What follows belongs to an exercise in optimizing a design on an open flow for small area, a short achievable clock period and few clock cycles per item; a production flow would make more cautious choices. Power and IR drop assume default switching activity.

v6:
==> flow/design.v (excerpt) <==
module sorted_list_insert_delete
#(
  parameter int DEPTH       = 64,
  parameter int VALUE_WIDTH = 32
) (
  input  logic clk,
  input  logic rst,
  input  logic in_valid,
  output logic in_stall,
  input  logic [slsi_pkg::IN_VALUE_W:0] in_data,
  output logic out_valid,
  input  logic out_stall,
  output logic [slsi_pkg::COUNT_W:0] out_data
);
  localparam int VW  = slsi_pkg::IN_VALUE_W;
  localparam int CW  = slsi_pkg::COUNT_W;
  localparam int NPT = 8;               
  localparam int SP  = DEPTH / NPT;     
  localparam int BUF = 4;               
  localparam int NM  = DEPTH + BUF;     
  localparam int NG  = (NM + 7) / 8;    
  localparam int QD  = 4;               
  logic [VW-1:0]    ring_d [DEPTH];
  logic [DEPTH-1:0] ring_v;
  logic [VW-1:0]    buf_d  [BUF];
  logic [BUF-1:0]   buf_v;       
  logic [BUF-1:0]   buf_p;       
  logic             a_val;       
  logic             a_del;
  logic [VW-1:0]    a_x;         
  logic             t_val;       
  logic             t_del;
  logic [CW:0]      t_res;       
  logic [NM-1:0]    e_q;         
  logic [CW-1:0]    cnt;         
  logic             stall_q;
  logic             ov;
  logic [CW:0]      od;
  ...
clock: 6.0 ns
lec_check: 0
abc_clock_period_in_ps: 2500
cap_margin: 20
cell_pad_in_sites_detail_placement: 1
core_margin: 2
core_utilization: 30
cts_buf_list: sky130_fd_sc_hd__clkbuf_8 sky130_fd_sc_hd__clkbuf_16
cts_cluster_size: 24
place_density: 0.4
setup_slack_margin: 3.4
slew_margin: 20
run.sh (not shown) runs the stock make flow with config.mk's settings and CLKGATE_MAP_FILE= SYNTH_SCRIPT=/design/flow/synth_recipe.tcl, a recipe that flattens the netlist after the stock synthesis.
v6: flow completed, timing, DRC and antenna clean
### v6 -> v7
Settings: CTS_CLUSTER_SIZE removed (was 24); CTS_BUF_LIST removed (was sky130_fd_sc_hd__clkbuf_8 sky130_fd_sc_hd__clkbuf_16).
- The via density per instance on v7 is in line with that on v6.
- For hold-critical path depth, v6 and v7 come out practically identical.
- v7 against v6: count of H-tree levels built during CTS did not really move; post-detailed-routing wire length did not really move; slack of the critical path did not really move; relative contribution of the clock network to total power went up.
Function was not checked in any run of this note: the RTL went through the layout flow alone.


## job 7570
The RTL this note starts from:
==> flow/design.v <==
package slsi_pkg;
  localparam int IN_VALUE_W = 32;
  localparam int COUNT_W    = 7;
  localparam logic FUNC_INSERT = 1'b0;
  localparam logic FUNC_DELETE = 1'b1;
  typedef struct packed {
    logic                         func;
    logic signed [IN_VALUE_W-1:0] value;
  } in_t;
  typedef struct packed {
    logic               ok;
    logic [COUNT_W-1:0] count;
  } out_t;
  typedef struct packed {
    logic eval;
    logic update;
    logic ins;
  } cell_ctl_t;
endpackage
module sorted_list_insert_delete
#(
  parameter int DEPTH       = 64,
  parameter int VALUE_WIDTH = 32
) (
  input  logic clk,
  input  logic rst,
  input  logic in_valid,
  output logic in_stall,
  input  logic [slsi_pkg::IN_VALUE_W:0] in_data,
  output logic out_valid,
  input  logic out_stall,
  output logic [slsi_pkg::COUNT_W:0] out_data
);
  localparam int VW  = slsi_pkg::IN_VALUE_W;
  localparam int CW  = slsi_pkg::COUNT_W;
  localparam int NPT = 8;               
  localparam int SP  = DEPTH / NPT;     
  localparam int BUF = 4;               
  localparam int NM  = DEPTH + BUF;     
  localparam int NG  = (NM + 7) / 8;    
  localparam int QD  = 4;               
  logic [VW-1:0]    ring_d [DEPTH];
  logic [DEPTH-1:0] ring_v;
  logic [VW-1:0]    buf_d  [BUF];
  logic [BUF-1:0]   buf_v;       
  logic [BUF-1:0]   buf_p;       
  logic             a_val;       
  logic             a_del;
  logic [VW-1:0]    a_x;         
  logic             t_val;       
  logic             t_del;
  logic [CW:0]      t_res;       
  logic [NM-1:0]    e_q;         
  logic [CW-1:0]    cnt;         
  logic             stall_q;
  logic             ov;
  logic [CW:0]      od;
  logic [CW:0]      od_h;        
  logic             r_val;       
  logic [CW:0]      r_res;
  logic [QD-1:0][CW:0] q;        
  logic [QD-1:0]    q_wp;        
  logic [QD-1:0]    q_rp;        
  logic [QD-1:0]    q_n;         
  logic [QD:0]      t_n;         
  assign in_stall  = stall_q;
  assign out_valid = ov;
  assign out_data  = od;
  logic acc, acc_ins;
  assign acc     = in_valid && !stall_q && !rst;
  assign acc_ins = acc && (in_data[VW] == slsi_pkg::FUNC_INSERT);
  logic [BUF-1:0] dsel;          
  logic [BUF-1:0] wsel;          
  logic [BUF-1:0] bfree;
  logic [BUF-1:0] bwr;           
  logic [VW-1:0]  hd;
  logic [NPT-1:0] pfree;
  logic [NPT-1:0] dp;            
  logic           drain;
  assign bfree = ~(buf_v | buf_p);
  assign bwr   = bfree | (dsel & {BUF{drain}});
  always_comb begin
    dsel = '0;
    wsel = '0;
    for (int j = BUF - 1; j >= 0; j--) begin
      if (buf_v[j]) dsel = BUF'(1) << j;
      if (bwr[j])   wsel = BUF'(1) << j;
    end
    hd = '0;
    for (int j = 0; j < BUF; j++) begin
      hd = hd | (buf_d[j] & {VW{dsel[j]}});
    end
  end
  for (genvar k = 0; k < NPT; k++) begin : g_pf
    assign pfree[k] = !ring_v[(k * SP + DEPTH - 1) % DEPTH];
  end
  always_comb begin
    dp = '0;
    for (int k = NPT - 1; k >= 0; k--) begin
      if (pfree[k]) dp = NPT'(1) << k;
    end
    if (buf_v == '0) dp = '0;
  end
  assign drain = |dp;
  logic [DEPTH-1:0] eq_r;
  logic [BUF-1:0]   eq_b;
  logic             eq_h;
  for (genvar i = 0; i < DEPTH; i++) begin : g_rcmp
    assign eq_r[i] = (ring_d[i] == a_x);
  end
  for (genvar j = 0; j < BUF; j++) begin : g_bcmp
    assign eq_b[j] = (buf_d[j] == a_x);
  end
  assign eq_h = |(dsel & eq_b);
  logic [DEPTH-1:0] rv_d;        
  logic [BUF-1:0]   bv_keep;     
  logic [NM-1:0]    e_d;
  for (genvar i = 0; i < DEPTH; i++) begin : g_ed
    localparam int PV = (i + DEPTH - 1) % DEPTH;
    if (i % SP == 0) begin : g_pt
      assign e_d[i] = (dp[i / SP] ? eq_h : eq_r[PV]) && rv_d[i];
    end else begin : g_sh
      assign e_d[i] = eq_r[PV] && rv_d[i];
    end
  end
  assign e_d[NM-1:DEPTH] = eq_b & bv_keep;
  logic [NM-1:0] m;
  logic [NG-1:0] gany;
  assign m    = e_q;
  logic [NM-1:0] first;
  logic [NG-1:0] gpre;
  for (genvar g = 0; g < NG; g++) begin : g_grp
    localparam int LO = 8 * g;
    localparam int HI = (8 * g + 7 < NM) ? 8 * g + 7 : NM - 1;
    assign gany[g] = |m[HI:LO];
    if (g == 0) begin : g_p0
      assign gpre[g] = 1'b0;
    end else begin : g_pn
      assign gpre[g] = |gany[g-1:0];
    end
    for (genvar i = LO; i <= HI; i++) begin : g_bit
      if (i == LO) begin : g_b0
        assign first[i] = m[i] && !gpre[g];
      end else begin : g_bn
        assign first[i] = m[i] && !gpre[g] && !(|m[i-1:LO]);
      end
    end
  end
  logic          is_del;
  logic          found;
  logic [NM-1:0] clr;
  assign is_del = t_val && t_del;
  assign found  = is_del && (|gany);
  assign clr    = is_del ? first : '0;
  logic          ins_a;
  logic          full;
  logic          ins_ok;
  logic [CW-1:0] cnt_dn, cnt_up;
  logic [CW-1:0] cnt_f, cnt_nf;      
  logic [CW:0]   ires_f, ires_nf;    
  logic [CW:0]   res;
  logic          hd_keep;
  assign ins_a   = a_val && !a_del;
  assign full    = cnt[CW-1];
  assign ins_ok  = ins_a && (found || !full);
  assign cnt_dn  = cnt - CW'(1);
  assign cnt_up  = cnt + CW'(1);
  assign cnt_f   = ins_a ? cnt : cnt_dn;
  assign cnt_nf  = (ins_a && !full) ? cnt_up : cnt;
  assign ires_f  = {1'b1, cnt};
  assign ires_nf = full ? {1'b0, cnt} : {1'b1, cnt_up};
  assign res     = t_del ? {found, found ? cnt_dn : cnt} : t_res;
  assign hd_keep = !(|(dsel & clr[NM-1:DEPTH]));
  for (genvar i = 0; i < DEPTH; i++) begin : g_ring
    localparam int PV = (i + DEPTH - 1) % DEPTH;
    if (i % SP == 0) begin : g_pt
      always_ff @(posedge clk) begin
        if (dp[i / SP]) begin
          ring_d[i] <= hd;
        end else begin
          ring_d[i] <= ring_d[PV];
        end
      end
      assign rv_d[i] = !rst && (dp[i / SP] ? hd_keep : (ring_v[PV] && !clr[PV]));
    end else begin : g_sh
      always_ff @(posedge clk) begin
        ring_d[i] <= ring_d[PV];
      end
      assign rv_d[i] = !rst && ring_v[PV] && !clr[PV];
    end
    always_ff @(posedge clk) begin
      ring_v[i] <= rv_d[i];
    end
  end
  for (genvar j = 0; j < BUF; j++) begin : g_buf
    assign bv_keep[j] = buf_v[j] && !clr[DEPTH + j] && !(drain && dsel[j]);
    always_ff @(posedge clk) begin
      if (bwr[j]) begin
        buf_d[j] <= in_data[VW-1:0];
      end
      if (rst) begin
        buf_v[j] <= 1'b0;
        buf_p[j] <= 1'b0;
      end else begin
        buf_p[j] <= wsel[j] && acc_ins;
        if (buf_p[j]) begin
          buf_v[j] <= ins_ok;
        end else begin
          buf_v[j] <= bv_keep[j];
        end
      end
    end
  end
  logic          push;
  logic          take;
  logic          q_empty;
  logic          bypass;         
  logic          enq;
  logic          deq;
  logic [CW:0]   q_head;
  assign push    = r_val;
  assign take    = !ov || !out_stall;
  assign q_empty = !q_n[0];
  assign bypass  = take && q_empty;
  assign enq     = push && !bypass;
  assign deq     = take && !q_empty;
  always_comb begin
    q_head = '0;
    for (int k = 0; k < QD; k++) q_head = q_head | (q[k] & {(CW+1){q_rp[k]}});
  end
  always_ff @(posedge clk) begin
    for (int k = 0; k < QD; k++) begin
      if (push && q_wp[k]) q[k] <= r_res;
    end
    if (take) od_h <= q_empty ? r_res : q_head;
    if (rst)       od <= '0;
    else if (take) od <= q_empty ? r_res : q_head;
    else           od <= od_h;
    if (rst) begin
      ov   <= 1'b0;
      q_wp <= QD'(1);
      q_rp <= QD'(1);
      q_n  <= '0;
    end else begin
      if (take) ov <= push || !q_empty;
      if (enq) q_wp <= {q_wp[QD-2:0], q_wp[QD-1]};
      if (deq) q_rp <= {q_rp[QD-2:0], q_rp[QD-1]};
      if (enq && !deq)      q_n <= {q_n[QD-2:0], 1'b1};
      else if (deq && !enq) q_n <= {1'b0, q_n[QD-1:1]};
    end
  end
  logic [BUF-1:0] bleft;         
  logic           bfree_n;       
  logic           pfree2;
  logic           drain2;
  logic           stall_b;
  always_comb begin
    bleft   = bwr & ~wsel;
    bfree_n = (|bleft) || ((|bwr) && !acc_ins);
    pfree2  = 1'b0;
    for (int k = 0; k < NPT; k++) pfree2 = pfree2 | !ring_v[(k * SP + 2 * DEPTH - 2) % DEPTH];
    drain2  = pfree2 && (|(buf_v & ~(dsel & {BUF{drain}})));
    stall_b = !bfree_n && !drain2;
  end
  logic       hand;
  logic       stall_o;
  logic [QD:0] t_up, t_dn;
  assign hand    = ov && !out_stall;
  assign t_up    = {t_n[QD-1:0], 1'b1};
  assign t_dn    = {1'b0, t_n[QD:1]};
  assign stall_o = (t_n[QD] && !(hand && !acc)) || (t_n[QD-1] && acc && !hand);
  always_ff @(posedge clk) begin
    a_x   <= in_data[VW-1:0];
    a_del <= (in_data[VW] == slsi_pkg::FUNC_DELETE);
    t_del <= a_del;
    t_res <= found ? ires_f : ires_nf;
    r_res <= res;
    e_q   <= e_d;
    if (rst) begin
      a_val   <= 1'b0;
      t_val   <= 1'b0;
      r_val   <= 1'b0;
      cnt     <= '0;
      t_n     <= '0;
      stall_q <= 1'b0;
    end else begin
      a_val   <= acc;
      t_val   <= a_val;
      r_val   <= t_val;
      cnt     <= found ? cnt_f : cnt_nf;
      if (acc && !hand)      t_n <= t_up;
      else if (hand && !acc) t_n <= t_dn;
      stall_q <= stall_b || stall_o;
    end
  end
endmodule
export LEC_CHECK = 0
export ABC_CLOCK_PERIOD_IN_PS = 2500
export CAP_MARGIN = 20
export CELL_PAD_IN_SITES_DETAIL_PLACEMENT = 1
export CORE_MARGIN = 2
export CORE_UTILIZATION = 30
export PLACE_DENSITY = 0.4
export SETUP_SLACK_MARGIN = 3.4
export SLEW_MARGIN = 20
create_clock -name core_clock -period 6.0 [get_ports {clk}]
standard.sh (not shown) runs the stock make flow with config.mk's settings and CLKGATE_MAP_FILE= SYNTH_SCRIPT=/design/flow/synth_recipe.tcl, a recipe that flattens the netlist after the stock synthesis.
==> flow/flow/run.sh <==
#!/bin/bash
# The standard layout (the standard.sh, every step), with the clock tree built from
# larger sink clusters and without dummy balancing loads. Each tool's full output stays in
# orfs/logs; make's own output goes to standard.log here.
set -euo pipefail
bash standard.sh "CTS_ARGS=-sink_clustering_enable -repair_clock_nets -dont_use_dummy_load -sink_clustering_size 24 -sink_clustering_max_diameter 100" finish > standard.log 2>&1
--- input diff job 7570..job 5634 ---
# job 7570
export LEC_CHECK = 0
export ABC_CLOCK_PERIOD_IN_PS = 2500
export CAP_MARGIN = 20
export CELL_PAD_IN_SITES_DETAIL_PLACEMENT = 1
export CORE_MARGIN = 2
export CORE_UTILIZATION = 30
export PLACE_DENSITY = 0.4
export SETUP_SLACK_MARGIN = 3.4
export SLEW_MARGIN = 20
create_clock -name core_clock -period 6.0 [get_ports {clk}]
# job 5634
export LEC_CHECK = 0
export ABC_CLOCK_PERIOD_IN_PS = 1700
export CAP_MARGIN = 20
export CELL_PAD_IN_SITES_DETAIL_PLACEMENT = 1
export CORE_MARGIN = 2
export CORE_UTILIZATION = 30
export PLACE_DENSITY = 0.4
export SETUP_SLACK_MARGIN = 3.4
export SLEW_MARGIN = 20
create_clock -name core_clock -period 6.0 [get_ports {clk}]
--- a/flow/flow/run.sh
+++ b/flow/flow/run.sh
@@ -6 +6 @@
-bash standard.sh "CTS_ARGS=-sink_clustering_enable -repair_clock_nets -dont_use_dummy_load -sink_clustering_size 24 -sink_clustering_max_diameter 100" finish > standard.log 2>&1
+bash standard.sh "CTS_ARGS=-sink_clustering_enable -repair_clock_nets -dont_use_dummy_load -sink_clustering_size 30 -sink_clustering_max_diameter 100" finish > standard.log 2>&1
[summary]
Against job 7570, job 5634 comes in 0.19 points lower on core utilization. Comparing job 7570 against job 5634, there is no change at all in count of flip-flops and latches. When job 5634 is measured against job 7570, its share of total power in the clock network turns out 1.1 points lower. Job 5634 vs job 7570, instance count: job 5634 lower. Looking at clock-buffer cell count, job 5634 sits below job 7570. Going from job 7570 to job 5634, smallest setup slack after layout shows a reduction of 0.045 ns, post-cts sizing count moved down.
#### Input delta (job 8799 over job 5634)
# job 5634
export LEC_CHECK = 0
export ABC_CLOCK_PERIOD_IN_PS = 1700
export CAP_MARGIN = 20
export CELL_PAD_IN_SITES_DETAIL_PLACEMENT = 1
export CORE_MARGIN = 2
export CORE_UTILIZATION = 30
export PLACE_DENSITY = 0.4
export SETUP_SLACK_MARGIN = 3.4
export SLEW_MARGIN = 20
create_clock -name core_clock -period 6.0 [get_ports {clk}]
# job 8799
export LEC_CHECK = 0
export ABC_CLOCK_PERIOD_IN_PS = 2500
export CAP_MARGIN = 20
export CELL_PAD_IN_SITES_DETAIL_PLACEMENT = 1
export CORE_MARGIN = 2
export CORE_UTILIZATION = 30
export PLACE_DENSITY = 0.4
export SETUP_SLACK_MARGIN = 3.6
export SLEW_MARGIN = 20
create_clock -name core_clock -period 6.0 [get_ports {clk}]
--- outcome ---
- On post-layout minimum cycle time: job 8799 sits below job 5634.
- Comparing job 8799 and job 5634, antenna diode count is higher on job 8799.
- Compared job 5634 against job 8799; cell area after technology mapping within noise.
- Per the comparison of job 8799 with job 5634, met1 routing resource usage after global routing has increased, number of signal-net buffers in the layout has increased, reg2reg setup slack has increased, via count of the routed design has increased.
- In the metrics for job 8799 and job 5634, the one carrying the higher number of clock buffers inserted by TritonCTS is job 8799.
No functional check of the RTL was part of any run of this note.

==> port drivers added, routing unchanged <==
In the flow no input, the clock included, has a driving cell. The finished layouts below were timed again as built, in two steps.
Step 1, drivers: a clkbuf_16 drives clk and a buf_2 each remaining input, both assumed.
Step 2 adds t to the input delays and takes it off the output delays; t is the mean of the earliest and latest rising clock arrival at the registers after step 1. Input paths then give back, and output paths get back, about the clock's delay inside the block.
Three values: no drivers, after step 1, after step 2; two values: the first two.
| run | t (ns) | setup slack, ns | worst slew at a driven data input, ns |
|---|---|---|---|
| v6 | 0.923 | 3.134 / 3.134 / 2.406 | 0.09 |
| v7 | 0.920 | 3.131 / 3.131 / 2.389 | 0.09 |
| job 7570 | 0.862 | 2.960 / 2.960 / 2.759 | 0.04 |
| job 5634 | 0.860 | 2.915 / 2.915 / 2.719 | 0.04 |
| job 8799 | 0.869 | 3.031 / 3.031 / 2.956 | 0.07 |
After both steps every run listed still meets setup and hold. The setup slack of v7, which loses most, moves by 0.000 ns with the drivers and by -0.742 ns with both steps.
